Background: an optimization exercise with open tools, aiming at small area, a short achievable clock period and few clock cycles per item. Do not read the settings as production practice.
Where RTL was checked, it was by simulation tests only, not by an equivalence proof against the original.
The RTL of runs 1, 2 and 4 was laid out without a check of its function.
Power and IR drop assume default switching activity.

**flow/design.v**
```verilog
package vpu_sp_pkg;
  typedef logic [6:0] sp_size_t;
  typedef struct packed {
    logic                    enable;
    logic [1:0]              tilesize;
    logic [8:0]              x;
    logic [7:0]              y;
    logic [2-1:0] tile_bank;
    logic [8-1:0]  tile_idx;
    logic                    pal_mode;
    logic [1:0]              pal_bank;
    logic [3:0]              pal_no;
  } sp_attr_t;
  typedef struct packed {
    logic       valid;
    logic       last;
    logic [8:0] x;
    logic       pal_mode;
    logic [1:0] pal_bank;
    logic [3:0] pal_no;
    logic [7:0] idx;
  } sp_pix_t;
  typedef struct packed {
    logic [7:0] a;
    logic [7:0] r;
    logic [7:0] g;
    logic [7:0] b;
  } sp_argb_t;
  function automatic sp_size_t sp_size(input logic [1:0] tilesize);
    sp_size = 8 << tilesize;
  endfunction
endpackage
package vpu_mem_pkg;
  typedef struct packed {
    logic                     en;
    logic [4-1:0] addr;
  } param_req_t;
  typedef struct packed {
    logic                    en;
    logic [16-1:0] addr;
  } tile_req_t;
  typedef struct packed {
    logic                   en;
    logic [10-1:0] addr;
  } pal_req_t;
  typedef struct packed {
    logic                  rd_en;
    logic [8-1:0] rd_addr;
    logic                  wr_en;
    logic [8-1:0] wr_addr;
    logic [31:0]           wdata;
  } lb_req_t;
endpackage
`timescale 1ns/100ps
module vpu_sp_color_merge (
  input  logic [31:0] src,
  input  logic [31:0] dst,
  output logic [31:0] res
);
  logic [7:0] a;
  logic       a_zero;
  logic       a_full;
  logic       keep;
  logic [8:0] a_sum;
  assign a      = src[31:24];
  assign a_zero = (a == 8'd0);
  assign a_full = (a == 8'd255);
  assign keep   = a_zero | a_full;
  assign a_sum  = {1'b0, dst[31:24]} + {1'b0, a};
  function automatic logic [7:0] mix(input logic [7:0] d, input logic [7:0] s,
                                     input logic [7:0] w, input logic k);
    logic [15:0] sum;
    sum = {8'd0, k ? (w[0] ? s : d) : 8'd0};
    for (int i = 0; i < 8; i++) begin
      sum = sum + ({8'd0, w[i] ? s : d} << i);
    end
    mix = sum[15:8];
  endfunction
  assign res[31:24] = a_zero ? dst[31:24] : a_full ? 8'd255 : a_sum[8:1];
  assign res[23:16] = mix(dst[23:16], src[23:16], a, keep);
  assign res[15:8]  = mix(dst[15:8],  src[15:8],  a, keep);
  assign res[7:0]   = mix(dst[7:0],   src[7:0],   a, keep);
endmodule
`timescale 1ns/100ps
module vpu_sp (
  input  logic                   clk,
  input  logic                   rst_n,
  input  logic                   line_start,
  input  logic [7:0]             line_y,
  output logic                   busy,
  output logic                   line_done,
  output vpu_mem_pkg::param_req_t param_req,
  input  logic [31:0]            param_rdata,
  output vpu_mem_pkg::tile_req_t tile_req,
  input  logic [7:0]             tile_rdata,
  output vpu_mem_pkg::pal_req_t  pal_req,
  input  logic [31:0]            pal_rdata,
  output vpu_mem_pkg::lb_req_t   lb_req,
  input  vpu_sp_pkg::sp_argb_t   lb_rdata
);
  logic       accept;
  logic [7:0] cur_y;
  logic [2:0] f_idx;       
  logic       f_word;      
  logic       f_req;       
  logic       f_done;      
  logic       w0_arr;      
  logic       w1_arr;      
  logic       w0_en;
  logic [1:0] w0_s;
  logic [8:0] w0_x;
  logic [7:0] w0_y;
  logic       d_v;
  logic [1:0] d_s;
  logic [7:0] d_x;
  logic [5:0] d_oy;
  logic [1:0] d_bank;
  logic [7:0] d_first;
  logic [6:0] d_pal;       
  logic       k_act;
  logic [1:0] k_bank;
  logic [7:0] k_t;
  logic [2:0] k_oyr;
  logic [2:0] k_oxr;
  logic [2:0] k_oxh;
  logic [1:0] k_s;
  logic [7:0] k_x;
  logic [6:0] k_pal;
  logic       p1_v;
  logic [7:0] p1_x;
  logic [6:0] p1_pal;
  logic       p2_v;
  logic [9:0] p2_pal_addr;
  logic [7:0] p2_x;
  logic       p3_v;
  logic [7:0] p3_x;
  logic       p4_v;
  logic [7:0] p4_x;
  logic [31:0] p4_src;
  logic [31:0] p4_dst;
  logic       p5_v;
  logic [7:0] p5_x;
  logic [31:0] p5_res;
  assign accept = !busy && line_start;
  logic [8:0] oy9;
  logic       vis;
  logic [2:0] oy_hi_mask;
  always_comb begin
    oy9 = {1'b0, cur_y} - {1'b0, w0_y};
    case (w0_s)
      2'd0: oy_hi_mask = 3'b111;
      2'd1: oy_hi_mask = 3'b110;
      2'd2: oy_hi_mask = 3'b100;
      default: oy_hi_mask = 3'b000;
    endcase
    vis = w0_en && !oy9[8] && (oy9[7:6] == 2'b00) && ((oy9[5:3] & oy_hi_mask) == 3'b000)
        && !w0_x[8];
  end
  logic       k_last;
  logic       k_free;
  logic       hazard;
  logic       take;
  logic       cap;
  function automatic logic near(input logic v, input logic [7:0] x, input logic [7:0] base);
    logic [8:0] diff;
    diff = {1'b0, x} - {1'b0, base};
    near = v && !diff[8] && (diff[7:2] == 6'd0);
  endfunction
  always_comb begin
    logic [2:0] oxh_mask;
    case (k_s)
      2'd0: oxh_mask = 3'b000;
      2'd1: oxh_mask = 3'b001;
      2'd2: oxh_mask = 3'b011;
      default: oxh_mask = 3'b111;
    endcase
    k_last = (k_x == 8'd255) || ((k_oxr == 3'd7) && ((k_oxh & oxh_mask) == oxh_mask));
    k_free = !k_act || k_last;
    hazard = near(k_act, k_x, d_x) || near(p1_v, p1_x, d_x) || near(p2_v, p2_x, d_x);
    take   = d_v && k_free && !hazard;
    cap    = w1_arr && (!vis || !d_v || take);
  end
  always_ff @(posedge clk) begin
    if (!rst_n) begin
      busy      <= 1'b0;
      line_done <= 1'b0;
      f_req     <= 1'b0;
      f_done    <= 1'b0;
      w0_arr    <= 1'b0;
      w1_arr    <= 1'b0;
      d_v       <= 1'b0;
      k_act     <= 1'b0;
      p1_v      <= 1'b0;
      p2_v      <= 1'b0;
      p3_v      <= 1'b0;
      p4_v      <= 1'b0;
      p5_v      <= 1'b0;
    end else begin
      line_done <= 1'b0;
      w0_arr    <= f_req && !f_word;
      w1_arr    <= f_req && f_word && !cap;
      if (accept) begin
        busy   <= 1'b1;
        f_req  <= 1'b1;
        f_done <= 1'b0;
      end else if (busy && f_done && !d_v && !k_act && !p1_v && !p2_v && !p3_v && !p4_v) begin
        busy      <= 1'b0;
        line_done <= 1'b1;
      end
      if (cap) begin
        if (f_idx == 3'd7) begin
          f_req  <= 1'b0;
          f_done <= 1'b1;
        end
      end
      if (cap && vis) d_v <= 1'b1;
      else if (take)  d_v <= 1'b0;
      if (take)                k_act <= 1'b1;
      else if (k_act && k_last) k_act <= 1'b0;
      p1_v <= k_act;
      p2_v <= p1_v;
      p3_v <= p2_v;
      p4_v <= p3_v;
      p5_v <= p4_v;
    end
  end
  always_ff @(posedge clk) begin
    if (accept) begin
      cur_y  <= line_y;
      f_idx  <= 3'd0;
      f_word <= 1'b0;
    end else if (f_req) begin
      if (!f_word) begin
        f_word <= 1'b1;
      end else if (cap) begin
        f_idx  <= f_idx + 3'd1;
        f_word <= 1'b0;
      end
    end
    if (w0_arr) begin
      w0_en <= param_rdata[31];
      w0_s  <= param_rdata[25:24];
      w0_x  <= param_rdata[16:8];
      w0_y  <= param_rdata[7:0];
    end
    if (cap && vis) begin
      d_s     <= w0_s;
      d_x     <= w0_x[7:0];
      d_oy    <= oy9[5:0];
      d_bank  <= param_rdata[29:28];
      d_first <= param_rdata[23:16];
      d_pal   <= {param_rdata[6], param_rdata[5:4], param_rdata[3:0]};
    end
    if (take) begin
      k_bank <= d_bank;
      k_t    <= d_first + ({5'd0, d_oy[5:3]} << d_s);
      k_oyr  <= d_oy[2:0];
      k_oxr  <= 3'd0;
      k_oxh  <= 3'd0;
      k_s    <= d_s;
      k_x    <= d_x;
      k_pal  <= d_pal;
    end else if (k_act) begin
      k_oxr <= k_oxr + 3'd1;
      if (k_oxr == 3'd7) begin
        k_t   <= k_t + 8'd1;
        k_oxh <= k_oxh + 3'd1;
      end
      k_x <= k_x + 8'd1;
    end
    p1_x   <= k_x;
    p1_pal <= k_pal;
    p2_x        <= p1_x;
    p2_pal_addr <= p1_pal[6] ? {p1_pal[5:4], p1_pal[3:0], tile_rdata[3:0]}
                             : {p1_pal[5:4], tile_rdata};
    p3_x   <= p2_x;
    p4_x   <= p3_x;
    p4_src <= pal_rdata;
    p4_dst <= lb_rdata;
    p5_x   <= p4_x;
    p5_res <= blend_res;
  end
  logic [31:0] blend_res;
  vpu_sp_color_merge u_color_merge (
    .src (p4_src),
    .dst (p4_dst),
    .res (blend_res)
  );
  assign param_req.en   = f_req;
  assign param_req.addr = {f_idx, f_word};
  assign tile_req.en    = k_act;
  assign tile_req.addr  = {k_bank, k_t, k_oyr, k_oxr};
  assign pal_req.en     = p2_v;
  assign pal_req.addr   = p2_pal_addr;
  assign lb_req.rd_en   = p2_v;
  assign lb_req.rd_addr = p2_x;
  assign lb_req.wr_en   = p5_v;
  assign lb_req.wr_addr = p5_x;
  assign lb_req.wdata   = p5_res;
endmodule
`timescale 1ns/100ps
module vpu_sp_top (
  input  logic        clk,
  input  logic        rst_n,
  input  logic        line_start,
  input  logic [7:0]  line_y,
  output logic        busy,
  output logic        line_done,
  output logic        param_req_en,
  output logic [3:0]  param_req_addr,
  input  logic [31:0] param_rdata,
  output logic        tile_req_en,
  output logic [15:0] tile_req_addr,
  input  logic [7:0]  tile_rdata,
  output logic        pal_req_en,
  output logic [9:0]  pal_req_addr,
  input  logic [31:0] pal_rdata,
  output logic        lb_rd_en,
  output logic [7:0]  lb_rd_addr,
  output logic        lb_wr_en,
  output logic [7:0]  lb_wr_addr,
  output logic [31:0] lb_wdata,
  input  logic [31:0] lb_rdata
);
  vpu_mem_pkg::param_req_t param_req;
  vpu_mem_pkg::tile_req_t  tile_req;
  vpu_mem_pkg::pal_req_t   pal_req;
  vpu_mem_pkg::lb_req_t    lb_req;
  vpu_sp u_sp (
    .clk         (clk),
    .rst_n       (rst_n),
    .line_start  (line_start),
    .line_y      (line_y),
    .busy        (busy),
    .line_done   (line_done),
    .param_req   (param_req),
    .param_rdata (param_rdata),
    .tile_req    (tile_req),
    .tile_rdata  (tile_rdata),
    .pal_req     (pal_req),
    .pal_rdata   (pal_rdata),
    .lb_req      (lb_req),
    .lb_rdata    (lb_rdata)
  );
  assign param_req_en   = param_req.en;
  assign param_req_addr = param_req.addr;
  assign tile_req_en    = tile_req.en;
  assign tile_req_addr  = tile_req.addr;
  assign pal_req_en     = pal_req.en;
  assign pal_req_addr   = pal_req.addr;
  assign lb_rd_en       = lb_req.rd_en;
  assign lb_rd_addr     = lb_req.rd_addr;
  assign lb_wr_en       = lb_req.wr_en;
  assign lb_wr_addr     = lb_req.wr_addr;
  assign lb_wdata       = lb_req.wdata;
endmodule
```
**flow/constraint.sdc**
```tcl
create_clock -name core_clock -period 11.0 [get_ports {clk}]
set_input_delay 2.2000 -clock core_clock [delete_from_list [all_inputs] [get_ports {clk}]]
set_output_delay 2.2000 -clock core_clock [all_outputs]
set_load 0.01 [all_outputs]
```
**flow/run.sh**
```bash
#!/bin/bash
# synth_recipe.tcl (not shown) runs the flow's synth.tcl, then flattens the netlist and writes it again
# the make line also repeats each setting of config.mk as NAME=value (left out here)
make -C /OpenROAD-flow-scripts/flow DESIGN_CONFIG=/design/flow/config.mk WORK_HOME=/design/flow/orfs CLKGATE_MAP_FILE= SYNTH_SCRIPT=/design/flow/synth_recipe.tcl finish
```
**flow/config.mk**
```make
export PLATFORM = sky130hd
export DESIGN_NAME = vpu_sp_top
export DESIGN_NICKNAME = vpu_sp_top
export VERILOG_FILES = /design/flow/design.v
export SDC_FILE = /design/flow/constraint.sdc
export NUM_CORES = 4
export LEC_CHECK = 0
export CAP_MARGIN = 20
export CORE_MARGIN = 2
export CORE_UTILIZATION = 40
export SLEW_MARGIN = 20
```
==> impl_metrics.ini, run 1 <==
[status]
status = no timing/DRC/antenna violations

[pwr]
power.density_mw_per_mm2 = 194
pwr-share-seq = 0.305
cellLeakagePower_nw = 8.47
clock_power_share = 0.281
p_sw_mw = 1.28
switching_share = 0.337
max-vdd-ir-drop_mv = 0.113
comb_power_share = 0.413
p_int_mw = 2.53
total_power_mw = 3.81

[sta]
worst_slew_pin_slew_ps = 1010
finalSetupViolCount = 0
rsz0062_at_grt = no
timing.final.crit_share = 0.594
fin_crit_ps = 6540
max_freq_ghz = 0.153
final.setup.tns_ps = 0
maxSlewHeadroom = 0.313
finClkSkew_ps = 29.1
slew_violations = 0
hold_viol = 0

[detailed_routing]
wl_met3_mm = 2.24
first_pass_iters = 5
routed.top_layer = met5
route.met2.wl_mm = 16.7
drtAntennaViolNets = 0
drt_iter0_drc = 320
drc = 0
wire_per_inst_um = 16.7
m1WireLength_mm = 15.3
vias = 10300
routed_wl_mm = 35.1
via_per_inst = 4.91

[clocking]
cts_root_buf = clkbuf_16
h-tree-depth = 1
cts_sinks = 267
cts_max_path_buffers = 3
clk_latency_ps = 590
cts_resized = 0
ctsHoldBuffers = 0
clkTransAtPathRegs_ps = 60
numCtsBuffers = 31
cts_tree = yes
post_cts_buffers = 0

[synthesis]
synthSimpleGateAreaFrac = 0.0641
syn_area_mm2 = 0.0160
netlist_instances = 1359
synth_top_family_by_area = adder cells
synth_mux_area_frac = 0.142
synth_most_common_cell = dfxtp_1
synthXorXnorAreaFrac = 0.0284
synth-async-reset-ratio = 0
synth.distinct_cells = 59
synth_edf_count = 91
syn-num-nets = 1733
synthTopCellsByArea = dfxtp_1 22%, edfxtp_1 17%, fa_1 16%, ha_1 10%, mux2i_1 7.2%
yosys-top-cells-count = 176 x dfxtp_1, 175 x inv_1, 130 x ha_1, 129 x fa_1, 115 x mux2i_1
ys_ff_latch = 267
syn_avg_cell_area_um2 = 11.8
synth-warning-count = 2
synth_compound_area_frac = 0.0592
synth_ff_type = dfxtp_1
ys_seq_area_frac = 0.390
yosysTopAreaCell = dfxtp_1
synthAdderAreaFrac = 0.263
synth.top_cell.area_share = 0.220

[flow_run]
maxCapViolCount = 0

[setup_path]
crit_path_start_kind = register
critical_path_class = register to register
cp.arrival_ps = 6990
required_ps = 11450
path_max_fanout = 27
end_kind = register

[floorplanning]
die_h_um = 204
pin_count = 200
die_x_um = 204
die_area_mm2 = 0.0417
rows = 73
core_mm2 = 0.0396
start_util = 0.404

[placed_design]
dpl.hpwl_mm = 25.8
place_congestion = 0.807
io_buffers = 196

[global_routing]
grt_overflow = 0
grt_max_degree = 55
grt_pass1_vias = 11000
grt_pass1_wl_mm = 57.3
antenna_found_initial = 4
grt_usage = 0.173

[cells_and_area]
area_delta_synth_final_pct = 22.6
layout-drive-gt1-share = 0.109
nNetsFinal = 1925
nFillCells = 3596

[hold_path]
hold_class = register to register
==> routing by layer <==
metal,track usage,vias to the layer above
met1,0.217,5018
met4,0.0518,4
met5,0,-
li1,-,5041
met2,0.292,200
met3,0.0437,53
==> worst max-delay path: stages (launching register included) <==
cell	delay [ps]
dfxtp_1	310
buf_4	440
nor4_1	130
nand2_1	390
nand2_1	540
and2_1	330
fa_1	530
inv_1	60
fa_1	530
inv_1	60
fa_1	420
ha_1	280
ha_1	280
nand4_1	70
a2111oi_0	860
o211ai_1	290
a21oi_1	340
o41a_1	280
a21oi_1	110
xnor2_1	130
==> power by group through the flow <==
stage / clock (mW) / sequential (mW) / combinational [mW]
after detailed placement: 0 / 1.19 / 1.60
after global placement: 0 / 1.19 / 1.57
final: 1.07 / 1.16 / 1.58
after CTS: 1.11 / 1.16 / 1.62
after floorplan: 0 / 1.19 / 1.14
after global routing: 1.15 / 1.17 / 1.84
==> placed cells by master (no fill, tap or decap), drive strengths merged, types with 5 or more instances in the layout <==
| cell type | n |
|---|---|
| clkdlybuf4s50 | 196 |
| inv | 179 |
| dfxtp | 176 |
| ha | 130 |
| fa | 129 |
| mux2i | 115 |
| edfxtp | 91 |
| mux2 | 88 |
| nor2 | 57 |
| o21ai | 40 |
| a21oi | 40 |
| clkbuf | 32 |
| nand2 | 31 |
| xnor2 | 29 |
| xor2 | 23 |
| nand3 | 15 |
| and2 | 15 |
| nor3 | 14 |
| nand2b | 13 |
| buf | 11 |
| nor2b | 10 |
| a21o | 10 |
| clkinv | 10 |
| and3 | 9 |
| o21a | 9 |
| or2 | 8 |
| clkinvlp | 7 |
| a2111oi | 6 |
| a211oi | 6 |
| nand4 | 6 |
| mux4 | 6 |
| or3 | 5 |
| o21bai | 5 |
| bufinv | 5 |
==> flip-flops by register name, summed over array words and instances (netlist names), 6 cells and up <==
name	flops
u_sp.w0_x	9
u_sp.p5_res	32
u_sp.d_x	8
u_sp.p2_pal_addr	10
u_sp.cur_y	8
u_sp.d_pal	7
u_sp.p4_dst	32
u_sp.d_oy	6
u_sp.p2_x	8
u_sp.k_pal	7
u_sp.p4_src	32
u_sp.p4_x	8
u_sp.p5_x	8
u_sp.p1_pal	7
u_sp.p1_x	8
u_sp.k_x	8
u_sp.k_t	8
u_sp.w0_y	8
u_sp.d_first	8
u_sp.p3_x	8
==> path summary, 6_finish.rpt <==
kind,start,end,cells past startpoint,slack [ps]
worst max-delay path,u_sp.p4_src[29],u_sp.p5_res[22],19,4460
worst min-delay path,u_sp.p3_x[2],u_sp.p4_x[2],0,320
worst max register to register,u_sp.p4_src[29],u_sp.p5_res[22],19,4460
worst min register to register,u_sp.p3_x[2],u_sp.p4_x[2],0,320
==> cell type report <==
class                           count  area (um^2)  share of cell area
Antenna cell                        2         5.00            0.000255
Clock buffer                       32          779              0.0397
Clock inverter                     26          305              0.0155
Inverter                          175          657              0.0334
Multi-Input combinational cell    869         8940               0.455
Sequential cell                   267         6260               0.319
Tap cell                          525          657              0.0334
Timing Repair Buffer              207         2040               0.104
==> logic make-up after synthesis <==
group / Yosys count
AO/OA/AOI/OAI: 148
flip-flops: 267
XOR/XNOR: 52
multiplexers: 209
buffers and inverters: 223
AND/OR/NAND/NOR: 201
adder cells (fa/ha/maj): 259
==> stage by stage <==
step | worst slack (ps) | instance area [um^2] | hold slack [ps] | instances | utilization
2_1_floorplan | 5530 | 16000 | 310 | 1359 | -
3_3_place_gp | 4570 | 18600 | 310 | 2043 | 0.468
3_5_place_dp | 4480 | 18600 | 312 | 2043 | 0.468
4_1_cts | 4400 | 19600 | 327 | 2101 | 0.495
5_1_grt | 3950 | 19600 | 330 | 2102 | 0.495
6_report | 4460 | 19600 | 324 | 2103 | 0.495
==> run 2, diff against run 1 <==
--- a/flow/design.v
+++ b/flow/design.v
@@ -54,2 +54,122 @@
 `timescale 1ns/100ps
+module vpu_sp_mix (
+  input  logic [7:0] x0,
+  input  logic [7:0] x1,
+  input  logic [7:0] sel,
+  input  logic       keep,
+  output logic [7:0] y
+);
+  logic [7:0] m [8];
+  logic [7:0] k;
+  logic [15:0] ra;
+  logic [15:0] rb;
+  logic [15:0] sum;
+  always_comb begin
+    for (int i = 0; i < 8; i++) m[i] = sel[i] ? x1 : x0;
+    k = keep ? m[0] : 8'd0;
+  end
+  logic w1, w2, w3, w4, w5, w6, w7, w8, w9, w10, w11, w12, w13, w14, w15, w16, w17, w18, w19, w20, w21, w22, w23, w24, w25, w26, w27, w28, w29, w30, w31, w32, w33, w34, w35, w36, w37, w38, w39, w40, w41, w42, w43, w44, w45, w46, w47, w48, w49, w50, w51, w52, w53, w54, w55, w56, w57, w58, w59, w60, w61, w62, w63, w64, w65, w66, w67, w68, w69, w70, w71, w72, w73, w74, w75, w76, w77, w78, w79, w80, w81, w82, w83, w84, w85, w86, w87, w88, w89, w90, w91, w92, w93, w94, w95, w96, w97, w98;
+  assign w1 = m[0][5] ^ m[1][4];
+  assign w2 = m[0][5] & m[1][4];
+  assign w3 = m[0][6] ^ m[1][5] ^ m[2][4];
+  assign w4 = (m[0][6] & m[1][5]) | (m[0][6] & m[2][4]) | (m[1][5] & m[2][4]);
+  assign w5 = m[3][3] ^ m[4][2];
+  assign w6 = m[3][3] & m[4][2];
+  assign w7 = m[0][7] ^ m[1][6] ^ m[2][5];
+  assign w8 = (m[0][7] & m[1][6]) | (m[0][7] & m[2][5]) | (m[1][6] & m[2][5]);
+  assign w9 = m[3][4] ^ m[4][3] ^ m[5][2];
+  assign w10 = (m[3][4] & m[4][3]) | (m[3][4] & m[5][2]) | (m[4][3] & m[5][2]);
+  assign w11 = m[6][1] ^ m[7][0];
+  assign w12 = m[6][1] & m[7][0];
+  assign w13 = m[1][7] ^ m[2][6] ^ m[3][5];
+  assign w14 = (m[1][7] & m[2][6]) | (m[1][7] & m[3][5]) | (m[2][6] & m[3][5]);
+  assign w15 = m[4][4] ^ m[5][3] ^ m[6][2];
+  assign w16 = (m[4][4] & m[5][3]) | (m[4][4] & m[6][2]) | (m[5][3] & m[6][2]);
+  assign w17 = m[2][7] ^ m[3][6] ^ m[4][5];
+  assign w18 = (m[2][7] & m[3][6]) | (m[2][7] & m[4][5]) | (m[3][6] & m[4][5]);
+  assign w19 = m[0][3] ^ m[1][2];
+  assign w20 = m[0][3] & m[1][2];
+  assign w21 = m[0][4] ^ m[1][3] ^ m[2][2];
+  assign w22 = (m[0][4] & m[1][3]) | (m[0][4] & m[2][2]) | (m[1][3] & m[2][2]);
+  assign w23 = m[3][1] ^ m[4][0];
+  assign w24 = m[3][1] & m[4][0];
+  assign w25 = w1 ^ m[2][3] ^ m[3][2];
+  assign w26 = (w1 & m[2][3]) | (w1 & m[3][2]) | (m[2][3] & m[3][2]);
+  assign w27 = m[4][1] ^ m[5][0] ^ k[5];
+  assign w28 = (m[4][1] & m[5][0]) | (m[4][1] & k[5]) | (m[5][0] & k[5]);
+  assign w29 = w2 ^ w3 ^ w5;
+  assign w30 = (w2 & w3) | (w2 & w5) | (w3 & w5);
+  assign w31 = m[5][1] ^ m[6][0] ^ k[6];
+  assign w32 = (m[5][1] & m[6][0]) | (m[5][1] & k[6]) | (m[6][0] & k[6]);
+  assign w33 = w4 ^ w6 ^ w7;
+  assign w34 = (w4 & w6) | (w4 & w7) | (w6 & w7);
+  assign w35 = w9 ^ w11 ^ k[7];
+  assign w36 = (w9 & w11) | (w9 & k[7]) | (w11 & k[7]);
+  assign w37 = w8 ^ w10 ^ w12;
+  assign w38 = (w8 & w10) | (w8 & w12) | (w10 & w12);
+  assign w39 = w13 ^ w15 ^ m[7][1];
+  assign w40 = (w13 & w15) | (w13 & m[7][1]) | (w15 & m[7][1]);
+  assign w41 = w14 ^ w16 ^ w17;
+  assign w42 = (w14 & w16) | (w14 & w17) | (w16 & w17);
+  assign w43 = m[5][4] ^ m[6][3] ^ m[7][2];
+  assign w44 = (m[5][4] & m[6][3]) | (m[5][4] & m[7][2]) | (m[6][3] & m[7][2]);
+  assign w45 = w18 ^ m[3][7] ^ m[4][6];
+  assign w46 = (w18 & m[3][7]) | (w18 & m[4][6]) | (m[3][7] & m[4][6]);
+  assign w47 = m[5][5] ^ m[6][4] ^ m[7][3];
+  assign w48 = (m[5][5] & m[6][4]) | (m[5][5] & m[7][3]) | (m[6][4] & m[7][3]);
+  assign w49 = m[4][7] ^ m[5][6] ^ m[6][5];
+  assign w50 = (m[4][7] & m[5][6]) | (m[4][7] & m[6][5]) | (m[5][6] & m[6][5]);
+  assign w51 = m[0][2] ^ m[1][1];
+  assign w52 = m[0][2] & m[1][1];
+  assign w53 = w19 ^ m[2][1] ^ m[3][0];
+  assign w54 = (w19 & m[2][1]) | (w19 & m[3][0]) | (m[2][1] & m[3][0]);
+  assign w55 = w20 ^ w21 ^ w23;
+  assign w56 = (w20 & w21) | (w20 & w23) | (w21 & w23);
+  assign w57 = w22 ^ w24 ^ w25;
+  assign w58 = (w22 & w24) | (w22 & w25) | (w24 & w25);
+  assign w59 = w26 ^ w28 ^ w29;
+  assign w60 = (w26 & w28) | (w26 & w29) | (w28 & w29);
+  assign w61 = w30 ^ w32 ^ w33;
+  assign w62 = (w30 & w32) | (w30 & w33) | (w32 & w33);
+  assign w63 = w34 ^ w36 ^ w37;
+  assign w64 = (w34 & w36) | (w34 & w37) | (w36 & w37);
+  assign w65 = w38 ^ w40 ^ w41;
+  assign w66 = (w38 & w40) | (w38 & w41) | (w40 & w41);
+  assign w67 = w42 ^ w44 ^ w45;
+  assign w68 = (w42 & w44) | (w42 & w45) | (w44 & w45);
+  assign w69 = w46 ^ w48 ^ w49;
+  assign w70 = (w46 & w48) | (w46 & w49) | (w48 & w49);
+  assign w71 = w50 ^ m[5][7] ^ m[6][6];
+  assign w72 = (w50 & m[5][7]) | (w50 & m[6][6]) | (m[5][7] & m[6][6]);
+  assign w73 = m[0][1] ^ m[1][0];
+  assign w74 = m[0][1] & m[1][0];
+  assign w75 = w51 ^ m[2][0] ^ k[2];
+  assign w76 = (w51 & m[2][0]) | (w51 & k[2]) | (m[2][0] & k[2]);
+  assign w77 = w52 ^ w53 ^ k[3];
+  assign w78 = (w52 & w53) | (w52 & k[3]) | (w53 & k[3]);
+  assign w79 = w54 ^ w55 ^ k[4];
+  assign w80 = (w54 & w55) | (w54 & k[4]) | (w55 & k[4]);
+  assign w81 = w56 ^ w57 ^ w27;
+  assign w82 = (w56 & w57) | (w56 & w27) | (w57 & w27);
+  assign w83 = w58 ^ w59 ^ w31;
+  assign w84 = (w58 & w59) | (w58 & w31) | (w59 & w31);
+  assign w85 = w60 ^ w61 ^ w35;
+  assign w86 = (w60 & w61) | (w60 & w35) | (w61 & w35);
+  assign w87 = w62 ^ w63 ^ w39;
+  assign w88 = (w62 & w63) | (w62 & w39) | (w63 & w39);
+  assign w89 = w64 ^ w65 ^ w43;
+  assign w90 = (w64 & w65) | (w64 & w43) | (w65 & w43);
+  assign w91 = w66 ^ w67 ^ w47;
+  assign w92 = (w66 & w67) | (w66 & w47) | (w67 & w47);
+  assign w93 = w68 ^ w69 ^ m[7][4];
+  assign w94 = (w68 & w69) | (w68 & m[7][4]) | (w69 & m[7][4]);
+  assign w95 = w70 ^ w71 ^ m[7][5];
+  assign w96 = (w70 & w71) | (w70 & m[7][5]) | (w71 & m[7][5]);
+  assign w97 = w72 ^ m[6][7] ^ m[7][6];
+  assign w98 = (w72 & m[6][7]) | (w72 & m[7][6]) | (m[6][7] & m[7][6]);
+  assign ra = {1'b0, w98, w96, w94, w92, w90, w88, w86, w84, w82, w80, w78, w76, w74, w73, m[0][0]};
+  assign rb = {1'b0, m[7][7], w97, w95, w93, w91, w89, w87, w85, w83, w81, w79, w77, w75, k[1], k[0]};
+  assign sum = ra + rb;
+  assign y   = sum[15:8];
+endmodule
 module vpu_sp_color_merge (
@@ -57,27 +177,13 @@
   input  logic [31:0] dst,
+  input  logic [7:0]  a_n,
+  input  logic        a_zero,
+  input  logic        a_full,
   output logic [31:0] res
 );
-  logic [7:0] a;
-  logic       a_zero;
-  logic       a_full;
-  logic       keep;
   logic [8:0] a_sum;
-  assign a      = src[31:24];
-  assign a_zero = (a == 8'd0);
-  assign a_full = (a == 8'd255);
-  assign keep   = a_zero | a_full;
-  assign a_sum  = {1'b0, dst[31:24]} + {1'b0, a};
-  function automatic logic [7:0] mix(input logic [7:0] d, input logic [7:0] s,
-                                     input logic [7:0] w, input logic k);
-    logic [15:0] sum;
-    sum = {8'd0, k ? (w[0] ? s : d) : 8'd0};
-    for (int i = 0; i < 8; i++) begin
-      sum = sum + ({8'd0, w[i] ? s : d} << i);
-    end
-    mix = sum[15:8];
-  endfunction
+  assign a_sum      = {1'b0, dst[31:24]} + {1'b0, src[31:24]};
   assign res[31:24] = a_zero ? dst[31:24] : a_full ? 8'd255 : a_sum[8:1];
-  assign res[23:16] = mix(dst[23:16], src[23:16], a, keep);
-  assign res[15:8]  = mix(dst[15:8],  src[15:8],  a, keep);
-  assign res[7:0]   = mix(dst[7:0],   src[7:0],   a, keep);
+  vpu_sp_mix u_r (.x0(dst[23:16]), .x1(src[23:16]), .sel(src[31:24]), .keep(a_zero | a_full), .y(res[23:16]));
+  vpu_sp_mix u_g (.x0(src[15:8]),   .x1(dst[15:8]),  .sel(a_n),        .keep(a_zero | a_full), .y(res[15:8]));
+  vpu_sp_mix u_b (.x0(dst[7:0]),    .x1(src[7:0]),   .sel(src[31:24]), .keep(a_zero | a_full), .y(res[7:0]));
 endmodule
@@ -115,5 +221,5 @@
   logic [7:0] d_x;
-  logic [5:0] d_oy;
+  logic [2:0] d_oyr;
   logic [1:0] d_bank;
-  logic [7:0] d_first;
+  logic [7:0] d_t;         
   logic [6:0] d_pal;       
@@ -127,3 +233,3 @@
   logic [7:0] k_x;
-  logic [6:0] k_pal;
+  logic       k_took;      
   logic       p1_v;
@@ -140,2 +246,5 @@
   logic [31:0] p4_dst;
+  logic [7:0] p4_an;       
+  logic       p4_az;
+  logic       p4_af;
   logic       p5_v;
@@ -180,3 +289,3 @@
     take   = d_v && k_free && !hazard;
-    cap    = w1_arr && (!vis || !d_v || take);
+    cap    = w1_arr && (!vis || !d_v);
   end
@@ -192,2 +301,3 @@
       k_act     <= 1'b0;
+      k_took    <= 1'b0;
       p1_v      <= 1'b0;
@@ -219,2 +329,3 @@
       else if (k_act && k_last) k_act <= 1'b0;
+      k_took <= take;
       p1_v <= k_act;
@@ -248,5 +359,5 @@
       d_x     <= w0_x[7:0];
-      d_oy    <= oy9[5:0];
+      d_oyr   <= oy9[2:0];
       d_bank  <= param_rdata[29:28];
-      d_first <= param_rdata[23:16];
+      d_t     <= param_rdata[23:16] + ({5'd0, oy9[5:3]} << w0_s);
       d_pal   <= {param_rdata[6], param_rdata[5:4], param_rdata[3:0]};
@@ -255,4 +366,4 @@
       k_bank <= d_bank;
-      k_t    <= d_first + ({5'd0, d_oy[5:3]} << d_s);
-      k_oyr  <= d_oy[2:0];
+      k_t    <= d_t;
+      k_oyr  <= d_oyr;
       k_oxr  <= 3'd0;
@@ -261,4 +372,3 @@
       k_x    <= d_x;
-      k_pal  <= d_pal;
-    end else if (k_act) begin
+    end else begin
       k_oxr <= k_oxr + 3'd1;
@@ -271,3 +381,3 @@
     p1_x   <= k_x;
-    p1_pal <= k_pal;
+    if (k_took) p1_pal <= d_pal;
     p2_x        <= p1_x;
@@ -279,2 +389,5 @@
     p4_dst <= lb_rdata;
+    p4_an  <= ~pal_rdata[31:24];
+    p4_az  <= (pal_rdata[31:24] == 8'd0);
+    p4_af  <= (pal_rdata[31:24] == 8'd255);
     p5_x   <= p4_x;
@@ -286,2 +399,5 @@
     .dst (p4_dst),
+    .a_n    (p4_an),
+    .a_zero (p4_az),
+    .a_full (p4_af),
     .res (blend_res)
==> impl_metrics.ini, run 2 <==
[cells_and_area]
finalNonFillerCells = 2116
layout_commonest_cell = clkdlybuf4s50_1
final_cell_mix = 196 x clkdlybuf4s50_1, 190 x inv_1, 188 x dfxtp_1
fin_util = 0.495
area_delta_synth_final_pct = 23.0
layout-drive-gt1-share = 0.137
nFillCells = 3571
nNetsFinal = 1921
reg_top3 = u_sp.p4_dst (32), u_sp.p4_src (32), u_sp.p5_res (32)

[detailed_routing]
routed_wl_mm = 33.9
wire_per_inst_um = 16.0
first_pass_iters = 4
via_per_inst = 4.86
drtAntennaViolNets = 0
drc = 0
vias = 10300
drt_iter0_drc = 304

[clocking]
ctsHoldBuffers = 0
cts_resized = 0
clkTransAtPathRegs_ps = 60
clk_latency_ps = 560
numCtsBuffers = 30
h-tree-depth = 1
cts_sinks = 268
cts_max_path_buffers = 3
cts_root_buf = clkbuf_16
post_cts_buffers = 0
cts_tree = yes

[synthesis]
synth_most_common_cell = inv_1
yosysTopAreaCell = dfxtp_1
synth.distinct_cells = 61
syn_avg_cell_area_um2 = 11.7
synthSimpleGateAreaFrac = 0.0656
synth_mux_area_frac = 0.148
netlist_instances = 1363
synthTopCellsByArea = dfxtp_1 24%, fa_1 16%, edfxtp_1 15%, mux2_2 9.9%, ha_1 8.8%
synth-warning-count = 3
synth_compound_area_frac = 0.0655
synth.top_cell.area_share = 0.237
synth_top_family_by_area = adder cells
syn-num-nets = 1719
ys_ff_latch = 268
synthAdderAreaFrac = 0.251
synthXorXnorAreaFrac = 0.0270
synth_ff_type = dfxtp_1
yosys-top-cells-count = 190 x inv_1, 188 x dfxtp_1, 140 x mux2_2, 129 x fa_1, 112 x ha_1
synth_edf_count = 80
ys_seq_area_frac = 0.388
synth-async-reset-ratio = 0
syn_area_mm2 = 0.0159

[setup_path]
path_max_fanout = 18
startpoint = u_sp.p4_src[24]
required_ps = 11450
cp_slowest_cell = fa_1
cp_top_family = adder cells
crit_chain = buf_4 > mux2_2 > fa_1 > inv_1 > fa_1 > fa_1 > fa_1 > inv_1 > ha_1 > a21oi_1 > o22ai_1 > a211oi_1 > o21ai_0 > o21ai_0 > o21ai_0 > or2_2
end_kind = register
crit_path_start_kind = register
slowest_delay_ps = 540
critical_path_class = register to register
cp_common_cell = fa_1
cp.arrival_ps = 5850
worstPathBufferInverterCount = 3
rr_startpoint = u_sp.p4_src[24]

[pwr]
power.density_mw_per_mm2 = 215
cellLeakagePower_nw = 8.39
max-vdd-ir-drop_mv = 0.119

[global_routing]
gr-usage-met1 = 0.204
globalRouteMet2Util = 0.296
grt_overflow = 0
grt_pass1_vias = 11000
grt_max_degree = 24
grt_usage = 0.168
busiest_layer = met2
antenna_found_initial = 2
use_met3 = 0.0382
grt_pass1_wl_mm = 56.0

[sta]
maxSlewHeadroom = 0.351
holdWs_ps = 322
finalSetupViolCount = 0
max_freq_ghz = 0.185
timing.final.crit_share = 0.491
hold_viol = 0
slew_violations = 0
fin_crit_ps = 5400
final.setup.tns_ps = 0
worst_slew_pin_slew_ps = 972
rsz0062_at_grt = no
finClkSkew_ps = 12.8

[floorplanning]
die_x_um = 203
die_area_mm2 = 0.0413
die_h_um = 203
core_mm2 = 0.0395
rows = 73
pin_count = 200
start_util = 0.403

[placed_design]
place_congestion = 0.812
dpl.hpwl_mm = 25.3
dp_cells = 2058
io_buffers = 196

[status]
status = no timing/DRC/antenna violations

[hold_path]
hold_class = register to register
hold_start = u_sp.p4_x[7]

[flow_run]
maxCapViolCount = 0
-- run 2: area by class of cell --
type / count / area [um^2] / area share
inverter: 191 / 719 / 0.0368
antenna: 2 / 5.00 / 0.000256
multi-input combinational: 868 / 8860 / 0.453
clock inverter: 9 / 130 / 0.00666
tap: 525 / 657 / 0.0336
timing repair buffer: 206 / 2040 / 0.104
sequential: 268 / 6170 / 0.315
clock buffer: 47 / 971 / 0.0497
-- run 2: final timing paths --
path / endpoint / slack, ps / depth (start not counted)
worst min register to register: u_sp.p5_x[7] / 320 / 0
worst max register to register: u_sp.p5_res[23] / 5600 / 16
worst min-delay path: u_sp.p5_x[7] / 320 / 0
worst max-delay path: u_sp.p5_res[23] / 5600 / 16
-- run 2: report_power, final --
| group | switching (mW) | internal (mW) |
|---|---|---|
| clock | 0.404 | 0.675 |
| combinational | 0.924 | 0.903 |
| sequential | 0.0960 | 1.20 |
-- run 2: cells by family (layout without fill, tap and decap cells) --
| group | count (synthesis) | after routing |
|---|---|---|
| xor+xnor | 49 | 49 |
| simple gates | 209 | 209 |
| mux | 217 | 217 |
| fa+ha+maj | 241 | 241 |
| compound gates | 152 | 152 |
| buf+inv | 227 | 453 |
| flops | 268 | 268 |
| other cells | 0 | 2 |
-- run 2: worst register-to-register path: cells and delay by family (launching register included) --
family / cells / cell delay (ps)
adders and majority gates: 5 / 2290
AOI/OAI and AO/OA: 6 / 1620
muxes: 1 / 430
buffers and inverters: 3 / 370
DFF: 1 / 310
and+or+nand+nor: 1 / 290
-- run 2: layer usage --
metal / part of all wire / up-vias
met5: 0 / -
met4: 0.024 / 0
met3: 0.053 / 44
met2: 0.49 / 176
met1: 0.43 / 5008
li1: - / 5057
-- run 2: per-stage QoR --
step	area (um^2)	total power, mW	setup slack, ps
2_1_floorplan	15900	2.63	5420
3_3_place_gp	18400	3.12	5580
3_5_place_dp	18400	3.16	5570
4_1_cts	19500	4.28	5550
5_1_grt	19500	4.58	5310
6_report	19500	4.20	5600
==> run 3, diff against run 2 <==
--- a/flow/design.v
+++ b/flow/design.v
@@ -55,5 +55,5 @@
 module vpu_sp_mix (
-  input  logic [7:0] x0,
-  input  logic [7:0] x1,
-  input  logic [7:0] sel,
+  input  logic [7:0] d,
+  input  logic [7:0] s,
+  input  logic [7:0] a,
   input  logic       keep,
@@ -67,3 +67,3 @@
   always_comb begin
-    for (int i = 0; i < 8; i++) m[i] = sel[i] ? x1 : x0;
+    for (int i = 0; i < 8; i++) m[i] = a[i] ? s : d;
     k = keep ? m[0] : 8'd0;
@@ -177,3 +177,2 @@
   input  logic [31:0] dst,
-  input  logic [7:0]  a_n,
   input  logic        a_zero,
@@ -185,5 +184,5 @@
   assign res[31:24] = a_zero ? dst[31:24] : a_full ? 8'd255 : a_sum[8:1];
-  vpu_sp_mix u_r (.x0(dst[23:16]), .x1(src[23:16]), .sel(src[31:24]), .keep(a_zero | a_full), .y(res[23:16]));
-  vpu_sp_mix u_g (.x0(src[15:8]),   .x1(dst[15:8]),  .sel(a_n),        .keep(a_zero | a_full), .y(res[15:8]));
-  vpu_sp_mix u_b (.x0(dst[7:0]),    .x1(src[7:0]),   .sel(src[31:24]), .keep(a_zero | a_full), .y(res[7:0]));
+  vpu_sp_mix u_r (.d(dst[23:16]), .s(src[23:16]), .a(src[31:24]), .keep(a_zero | a_full), .y(res[23:16]));
+  vpu_sp_mix u_g (.d(dst[15:8]),  .s(src[15:8]),  .a(src[31:24]), .keep(a_zero | a_full), .y(res[15:8]));
+  vpu_sp_mix u_b (.d(dst[7:0]),   .s(src[7:0]),   .a(src[31:24]), .keep(a_zero | a_full), .y(res[7:0]));
 endmodule
@@ -246,3 +245,2 @@
   logic [31:0] p4_dst;
-  logic [7:0] p4_an;       
   logic       p4_az;
@@ -372,3 +370,3 @@
       k_x    <= d_x;
-    end else begin
+    end else if (k_act) begin
       k_oxr <= k_oxr + 3'd1;
@@ -389,3 +387,2 @@
     p4_dst <= lb_rdata;
-    p4_an  <= ~pal_rdata[31:24];
     p4_az  <= (pal_rdata[31:24] == 8'd0);
@@ -399,3 +396,2 @@
     .dst (p4_dst),
-    .a_n    (p4_an),
     .a_zero (p4_az),
==> impl_metrics.ini, run 3 <==
[synthesis]
synth_edf_count = 88
ys_ff_latch = 260
syn_avg_cell_area_um2 = 11.8
synth.top_cell.area_share = 0.218
syn_area_mm2 = 0.0158
synth-async-reset-ratio = 0
yosysTopAreaCell = dfxtp_1
netlist_instances = 1342
synth_most_common_cell = inv_1
syn-num-nets = 1698
synth-warning-count = 3
synth.distinct_cells = 65
yosys-top-cells-count = 182 x inv_1, 172 x dfxtp_1, 130 x mux2_2, 129 x fa_1, 112 x ha_1
synthTopCellsByArea = dfxtp_1 22%, edfxtp_1 17%, fa_1 16%, mux2_2 9.3%, ha_1 8.9%
ys_seq_area_frac = 0.385
synth_ff_type = dfxtp_1

[detailed_routing]
vias = 10400
first_pass_iters = 4
drc = 0
routed_wl_mm = 36.2
drtAntennaViolNets = 0
drt_iter0_drc = 543
wire_per_inst_um = 17.3
via_per_inst = 4.98

[cells_and_area]
reg_top3 = u_sp.p4_dst (32), u_sp.p4_src (32), u_sp.p5_res (32)
layout-drive-gt1-share = 0.127
nNetsFinal = 1900
area_delta_synth_final_pct = 22.4
final_cell_mix = 196 x clkdlybuf4s50_1, 182 x inv_1, 172 x dfxtp_1
layout_commonest_cell = clkdlybuf4s50_1
nFillCells = 3447

[sta]
finClkSkew_ps = 9.51
rsz0062_at_grt = no
finalSetupViolCount = 0
timing.final.crit_share = 0.509
max_freq_ghz = 0.179
holdWs_ps = 323
worst_slew_pin_slew_ps = 1020
fin_crit_ps = 5590
maxSlewHeadroom = 0.319
hold_viol = 0
slew_violations = 0
final.setup.tns_ps = 0

[floorplanning]
rows = 72
die_x_um = 203
core_mm2 = 0.0388
pin_count = 200
die_h_um = 203
start_util = 0.407
die_area_mm2 = 0.0411

[global_routing]
antenna_found_initial = 7
grt_overflow = 0
grt_pass1_vias = 11200
grt_max_degree = 27
grt_pass1_wl_mm = 59.0
grt_usage = 0.180

[clocking]
clkTransAtPathRegs_ps = 60
ctsHoldBuffers = 0
numCtsBuffers = 29
cts_max_path_buffers = 3
post_cts_buffers = 0
cts_sinks = 260
h-tree-depth = 1
cts_tree = yes
clk_latency_ps = 580
cts_root_buf = clkbuf_16
cts_resized = 0

[setup_path]
rrSetupSlack_ps = 5410
cp_top_family = adder cells
cp.arrival_ps = 6110
crit_path_start_kind = register
rr_startpoint = u_sp.p4_src[28]
startpoint = u_sp.p4_src[28]
crit_chain = buf_4 > mux2_2 > ha_1 > inv_1 > fa_1 > fa_1 > inv_1 > fa_1 > ha_1 > a41oi_1 > o21ai_0 > a221oi_1 > o21ai_1 > o211a_1 > o21ai_0 > o31a_1
reg2regPathDepth = 16
slowest_delay_ps = 710
required_ps = 11520
critPathCapture = u_sp.p5_res[6]
cp_num_cells = 16
path_max_fanout = 16
worstPathBufferInverterCount = 3
cp_common_cell = fa_1
end_kind = register
critical_path_class = register to register
cp_slowest_cell = dfxtp_1
r2r-end = u_sp.p5_res[6]

[pwr]
cellLeakagePower_nw = 8.28
max-vdd-ir-drop_mv = 0.129
total_power_mw = 3.69
power.density_mw_per_mm2 = 191

[hold_path]
hold_class = register to register
hold-path-cell-count = 0

[status]
status = no timing/DRC/antenna violations

[placed_design]
io_buffers = 196
place_congestion = 0.841
dpl.hpwl_mm = 27.1

[flow_run]
maxCapViolCount = 0
## run 3: changes by cell type after synthesis, sizes merged, moves of 7 or more
cell and delta:
nand2 -11, edfxtp +8, mux2i +9, dfxtp -16, o31ai -7, inv -8
## run 3: cell families (layout without fill, tap and decap cells)
| kind of cell | count (synthesis) | in the layout | share of synthesized area |
|---|---|---|---|
| simple gates | 193 | 193 | 0.0620 |
| fa+ha+maj | 241 | 241 | 0.252 |
| other cells | 0 | 3 | 0 |
| xor+xnor | 49 | 49 | 0.0272 |
| mux | 222 | 222 | 0.152 |
| flops | 260 | 260 | 0.385 |
| buf+inv | 218 | 443 | 0.0534 |
| compound gates | 159 | 159 | 0.0681 |
## run 3: stage by stage
stage,worst slack [ps],util,cells,cell area [um^2]
3_3_place_gp,5410,0.472,2031,18300
4_1_cts,5280,0.497,2085,19300
3_5_place_dp,5310,0.472,2031,18300
6_report,5410,0.498,2088,19300
5_1_grt,4870,0.498,2087,19300
2_1_floorplan,5810,-,1342,15800
## run 3: worst min-delay path by stage
stage | startpoint | slack [ps] | to
after floorplan | u_sp.p3_x[0] | 310 | u_sp.p4_x[0]
after global placement | u_sp.p3_x[5] | 310 | u_sp.p4_x[5]
after detailed placement | u_sp.p3_x[4] | 310 | u_sp.p4_x[4]
after CTS | u_sp.p3_x[0] | 320 | u_sp.p4_x[0]
after global routing | u_sp.p4_x[6] | 320 | u_sp.p5_x[6]
final | u_sp.p4_x[6] | 320 | u_sp.p5_x[6]
## run 3: layer usage
layer  up-vias  track usage  wire length (um)
met5         -            0                55
met4         8       0.0464               760
met3        57       0.0448              2130
met2       199        0.296             16800
met1      5085        0.239             16500
li1       5046            -                 -
## run 3: layout make-up
type                            instances  area (um^2)  share of cell area
Sequential cell                       260         6090               0.315
Clock inverter                         15          179             0.00926
Antenna cell                            3         7.51            0.000389
Tap cell                              518          648              0.0335
Inverter                              183          689              0.0357
Timing Repair Buffer                  206         2040               0.105
Multi-Input combinational cell        864         8860               0.459
Clock buffer                           39          813              0.0421
## run 3: report_power, final
| group | leakage, nW | total (mW) | switching, mW | internal (mW) |
|---|---|---|---|---|
| clock | 0.485 | 0.995 | 0.418 | 0.577 |
| sequential | 2.24 | 1.14 | 0.0482 | 1.09 |
| combinational | 5.56 | 1.55 | 0.797 | 0.757 |
Testbench counts of run 3, summed over its fixed seeds: cycles 50,993, lines 512.
==> run 4, diff against run 3 <==
--- a/flow/design.v
+++ b/flow/design.v
@@ -55,7 +55,9 @@
 module vpu_sp_mix (
-  input  logic [7:0] d,
-  input  logic [7:0] s,
-  input  logic [7:0] a,
+  input  logic [7:0] x0,
+  input  logic [7:0] x1,
+  input  logic [7:0] sel,
   input  logic       keep,
-  output logic [7:0] y
+  output logic [7:0] hi_a,
+  output logic [7:0] hi_b,
+  output logic       c8
 );
@@ -65,5 +67,5 @@
   logic [15:0] rb;
-  logic [15:0] sum;
+  logic [8:0]  lo;
   always_comb begin
-    for (int i = 0; i < 8; i++) m[i] = a[i] ? s : d;
+    for (int i = 0; i < 8; i++) m[i] = sel[i] ? x1 : x0;
     k = keep ? m[0] : 8'd0;
@@ -171,4 +173,6 @@
   assign rb = {1'b0, m[7][7], w97, w95, w93, w91, w89, w87, w85, w83, w81, w79, w77, w75, k[1], k[0]};
-  assign sum = ra + rb;
-  assign y   = sum[15:8];
+  assign lo   = {1'b0, ra[7:0]} + {1'b0, rb[7:0]};
+  assign c8   = lo[8];
+  assign hi_a = ra[15:8];
+  assign hi_b = rb[15:8];
 endmodule
@@ -177,5 +181,8 @@
   input  logic [31:0] dst,
+  input  logic [7:0]  a_n,
   input  logic        a_zero,
   input  logic        a_full,
-  output logic [31:0] res
+  output logic [7:0]  res_a,
+  output logic [47:0] hi,
+  output logic [2:0]  c8
 );
@@ -183,6 +190,6 @@
   assign a_sum      = {1'b0, dst[31:24]} + {1'b0, src[31:24]};
-  assign res[31:24] = a_zero ? dst[31:24] : a_full ? 8'd255 : a_sum[8:1];
-  vpu_sp_mix u_r (.d(dst[23:16]), .s(src[23:16]), .a(src[31:24]), .keep(a_zero | a_full), .y(res[23:16]));
-  vpu_sp_mix u_g (.d(dst[15:8]),  .s(src[15:8]),  .a(src[31:24]), .keep(a_zero | a_full), .y(res[15:8]));
-  vpu_sp_mix u_b (.d(dst[7:0]),   .s(src[7:0]),   .a(src[31:24]), .keep(a_zero | a_full), .y(res[7:0]));
+  assign res_a = a_zero ? dst[31:24] : a_full ? 8'd255 : a_sum[8:1];
+  vpu_sp_mix u_r (.x0(dst[23:16]), .x1(src[23:16]), .sel(src[31:24]), .keep(a_zero | a_full), .hi_a(hi[47:40]), .hi_b(hi[39:32]), .c8(c8[2]));
+  vpu_sp_mix u_g (.x0(src[15:8]),   .x1(dst[15:8]),  .sel(a_n),        .keep(a_zero | a_full), .hi_a(hi[31:24]), .hi_b(hi[23:16]), .c8(c8[1]));
+  vpu_sp_mix u_b (.x0(dst[7:0]),    .x1(src[7:0]),   .sel(src[31:24]), .keep(a_zero | a_full), .hi_a(hi[15:8]), .hi_b(hi[7:0]), .c8(c8[0]));
 endmodule
@@ -245,2 +252,3 @@
   logic [31:0] p4_dst;
+  logic [7:0] p4_an;       
   logic       p4_az;
@@ -249,3 +257,8 @@
   logic [7:0] p5_x;
-  logic [31:0] p5_res;
+  logic [7:0] p5_a;
+  logic [47:0] p5_hi;
+  logic [2:0] p5_c8;
+  logic       p6_v;
+  logic [7:0] p6_x;
+  logic [31:0] p6_res;
   assign accept = !busy && line_start;
@@ -285,3 +298,4 @@
     k_free = !k_act || k_last;
-    hazard = near(k_act, k_x, d_x) || near(p1_v, p1_x, d_x) || near(p2_v, p2_x, d_x);
+    hazard = near(k_act, k_x, d_x) || near(p1_v, p1_x, d_x) || near(p2_v, p2_x, d_x)
+          || near(p3_v, p3_x, d_x);
     take   = d_v && k_free && !hazard;
@@ -305,2 +319,3 @@
       p5_v      <= 1'b0;
+      p6_v      <= 1'b0;
     end else begin
@@ -313,3 +328,3 @@
         f_done <= 1'b0;
-      end else if (busy && f_done && !d_v && !k_act && !p1_v && !p2_v && !p3_v && !p4_v) begin
+      end else if (busy && f_done && !d_v && !k_act && !p1_v && !p2_v && !p3_v && !p4_v && !p5_v) begin
         busy      <= 1'b0;
@@ -333,2 +348,3 @@
       p5_v <= p4_v;
+      p6_v <= p5_v;
     end
@@ -370,3 +386,3 @@
       k_x    <= d_x;
-    end else if (k_act) begin
+    end else begin
       k_oxr <= k_oxr + 3'd1;
@@ -387,2 +403,3 @@
     p4_dst <= lb_rdata;
+    p4_an  <= ~pal_rdata[31:24];
     p4_az  <= (pal_rdata[31:24] == 8'd0);
@@ -390,5 +407,14 @@
     p5_x   <= p4_x;
-    p5_res <= blend_res;
+    p5_a   <= blend_a;
+    p5_hi  <= blend_hi;
+    p5_c8  <= blend_c8;
+    p6_x   <= p5_x;
+    p6_res <= {p5_a,
+               p5_hi[47:40] + p5_hi[39:32] + {7'd0, p5_c8[2]},
+               p5_hi[31:24] + p5_hi[23:16] + {7'd0, p5_c8[1]},
+               p5_hi[15:8]  + p5_hi[7:0]   + {7'd0, p5_c8[0]}};
   end
-  logic [31:0] blend_res;
+  logic [7:0]  blend_a;
+  logic [47:0] blend_hi;
+  logic [2:0]  blend_c8;
   vpu_sp_color_merge u_color_merge (
@@ -396,5 +422,8 @@
     .dst (p4_dst),
+    .a_n    (p4_an),
     .a_zero (p4_az),
     .a_full (p4_af),
-    .res (blend_res)
+    .res_a  (blend_a),
+    .hi     (blend_hi),
+    .c8     (blend_c8)
   );
@@ -408,5 +437,5 @@
   assign lb_req.rd_addr = p2_x;
-  assign lb_req.wr_en   = p5_v;
-  assign lb_req.wr_addr = p5_x;
-  assign lb_req.wdata   = p5_res;
+  assign lb_req.wr_en   = p6_v;
+  assign lb_req.wr_addr = p6_x;
+  assign lb_req.wdata   = p6_res;
 endmodule
==> impl_metrics.ini, run 4 <==
[status]
status = no timing/DRC/antenna violations

[synthesis]
synth.top_cell.area_share = 0.290
ys_ff_latch = 330
synth-warning-count = 3
syn_area_mm2 = 0.0173
synth_edf_count = 80
synthXorXnorAreaFrac = 0.0223
synthTopCellsByArea = dfxtp_1 29%, fa_1 16%, edfxtp_1 14%, ha_1 8.4%, mux2_2 7.9%
synth.distinct_cells = 60
synth_ff_type = dfxtp_1
ys_seq_area_frac = 0.429
synthAdderAreaFrac = 0.241
yosysTopAreaCell = dfxtp_1
synth_most_common_cell = dfxtp_1
synth_top_family_by_area = adder cells
syn_avg_cell_area_um2 = 12.0
syn-num-nets = 1801
synth_mux_area_frac = 0.139
netlist_instances = 1435
yosys-top-cells-count = 250 x dfxtp_1, 206 x inv_1, 135 x fa_1, 121 x mux2_2, 116 x ha_1
synthSimpleGateAreaFrac = 0.0630
synth_compound_area_frac = 0.0531
synth-async-reset-ratio = 0

[hold_path]
hold-path-cell-count = 0
hold_class = register to register
holdPathEnd = u_sp.p5_x[0]
hold_start = u_sp.p4_x[0]

[sta]
finClkSkew_ps = 20.2
hold_viol = 0
slew_violations = 0
timing.final.crit_share = 0.385
max_freq_ghz = 0.236
worst_slack_ps = 6760
fin_crit_ps = 4240
maxSlewHeadroom = 0.307
rsz0062_at_grt = no
finalSetupViolCount = 0
final.setup.tns_ps = 0
worst_slew_pin_slew_ps = 1040

[floorplanning]
core_mm2 = 0.0428
rows = 76
start_util = 0.403
die_h_um = 212
die_area_mm2 = 0.0448
pin_count = 200
die_x_um = 212

[cells_and_area]
multi_input_area_mm2 = 0.00894
n_antenna_cell = 0
regArea_mm2 = 0.00741
area_delta_synth_final_pct = 21.9
layout-drive-gt1-share = 0.129
largest_register = u_sp.p5_hi
largest_reg_flops = 42
layout_commonest_cell = dfxtp_1
nNetsFinal = 2011
final_cell_mix = 250 x dfxtp_1, 206 x inv_1, 196 x clkdlybuf4s50_1
nFillCells = 3875

[setup_path]
cp_slowest_cell = dfxtp_1
rr_startpoint = u_sp.p4_src[26]
end_kind = register
required_ps = 11420
r2r-end = u_sp.p5_c8[0]
reg2regPathDepth = 11
rrSetupSlack_ps = 6760
cp_common_cell = fa_1
crit_path_start_kind = register
path_max_fanout = 17
crit_chain = mux2_2 > fa_1 > fa_1 > inv_1 > fa_1 > inv_1 > fa_1 > ha_1 > or3_1 > o21ai_0 > a21oi_1
cp.arrival_ps = 4660
critical_path_class = register to register
slowest_delay_ps = 1000

[global_routing]
grt_overflow = 0
grt_pass1_wl_mm = 58.5
antenna_found_initial = 1
grt_max_degree = 25
grt_usage = 0.166
grt_pass1_vias = 11300

[detailed_routing]
drt_iter0_drc = 416
drtAntennaViolNets = 0
routed_wl_mm = 36.2
first_pass_iters = 7
vias = 10700
wire_per_inst_um = 16.3
via_per_inst = 4.84
drc = 0

[clocking]
cts_sinks = 330
clk_latency_ps = 550
cts_root_buf = clkbuf_16
cts_resized = 0
cts_max_path_buffers = 3
h-tree-depth = 2
post_cts_buffers = 0
cts_tree = yes
ctsHoldBuffers = 0
numCtsBuffers = 37
clkTransAtPathRegs_ps = 60

[placed_design]
dp_slack_ps = 6650
io_buffers = 196
place_congestion = 0.783
dpl.hpwl_mm = 27.0

[pwr]
power.density_mw_per_mm2 = 204
max-vdd-ir-drop_mv = 0.110
cellLeakagePower_nw = 9.16

[flow_run]
maxCapViolCount = 0
[run 4: cells by family after synthesis]
family                     count (synthesis)
AOI/OAI and AO/OA                        137
and+or+nand+nor                          209
xor gates and xnor gates                  44
muxes                                    224
DFF                                      330
adders and majority gates                251
buffers and inverters                    240
[run 4: final cells by class]
cell class              count  area share
well taps                 546      0.0325
clock buffers              52      0.0516
multi-input cells         865       0.425
clock inverters            16     0.00612
flip-flops and latches    330       0.352
repair buffers            205      0.0964
inverters                 206      0.0367
[run 4: worst max-delay path by stage]
| stage | start | to | cells after the start |
|---|---|---|---|
| 6_report | u_sp.p4_src[26] | u_sp.p5_c8[0] | 11 |
| 5_1_grt | u_sp.p4_src[25] | u_sp.p5_c8[2] | 11 |
| 4_1_cts | u_sp.p4_src[26] | u_sp.p5_c8[0] | 11 |
| 3_5_place_dp | param_rdata[17] | u_sp.d_t[7] | 9 |
| 3_3_place_gp | param_rdata[17] | u_sp.d_t[7] | 9 |
| 2_1_floorplan | u_sp.p4_src[24] | u_sp.p5_c8[0] | 13 |
[run 4: report_power, final]
part / switching, mW / leakage, nW / internal, mW
clock network: 0.504 / 0.598 / 0.718
logic: 0.703 / 5.73 / 0.721
registers: 0.134 / 2.83 / 1.50
total: 1.34 / 9.16 / 2.94
[run 4: routing by layer]
| layer | vias up | wire length [um] | GRT usage |
|---|---|---|---|
| met5 | - | 0 | 0 |
| met1 | 5226 | 16400 | 0.216 |
| met2 | 213 | 17200 | 0.278 |
| met4 | 0 | 973 | 0.0639 |
| met3 | 56 | 1500 | 0.0274 |
| li1 | 5242 | - | - |
[run 4: stage by stage]
step | power (mW) | hold WS, ps | std cells | utilization | cell area (um^2)
global route | 4.63 | 331 | 2220 | 0.492 | 21000
floorplan | 2.62 | 310 | 1435 | - | 17300
CTS | 4.37 | 322 | 2220 | 0.492 | 21000
global placement | 3.08 | 311 | 2152 | 0.463 | 19800
detailed placement | 3.11 | 312 | 2152 | 0.463 | 19800
finish | 4.28 | 321 | 2220 | 0.492 | 21000
[run 4: critical path, delay by kind of cell (launching register included)]
family | cells | cell delay, ps
fa+ha+maj | 5 | 2070
compound gates | 2 | 130
flops | 1 | 1000
mux | 1 | 430
buf+inv | 2 | 110
simple gates | 1 | 360

==> afterwards: timing with drivers on the ports <==
How much do the figures lean on ideal ports? The routed layouts below were timed once more, with nothing changed but the port constraints.
Step 1 sets driving cells, clkbuf_16 on the clock port and buf_2 on the other inputs (assumed; they add their load-dependent delay and slew).
Step 2, shift: input delay + t, output delay - t, t = (earliest + latest rising clock arrival at the registers) / 2. This alone moves slack from input paths to output paths.
Slacks: no drivers / after step 1 / after step 2; pairs: no drivers / after step 1.
| run | shift t [ns] | setup slack, ns | worst hold slack (ns) |
|---|---|---|---|
| run 1 | 0.633 | 4.463 / 4.463 / 4.463 | 0.324 / 0.324 / 0.324 |
| run 2 | 0.609 | 5.602 / 5.602 / 5.602 | 0.322 / 0.322 / 0.322 |
| run 3 | 0.629 | 5.406 / 5.406 / 5.406 | 0.323 / 0.323 / 0.323 |
| run 4 | 0.593 | 6.761 / 6.761 / 6.686 | 0.321 / 0.321 / 0.321 |
After both steps every run listed still meets setup and hold. The setup slack of run 4, which loses most, moves by 0.000 ns with the drivers and by -0.075 ns with both steps.
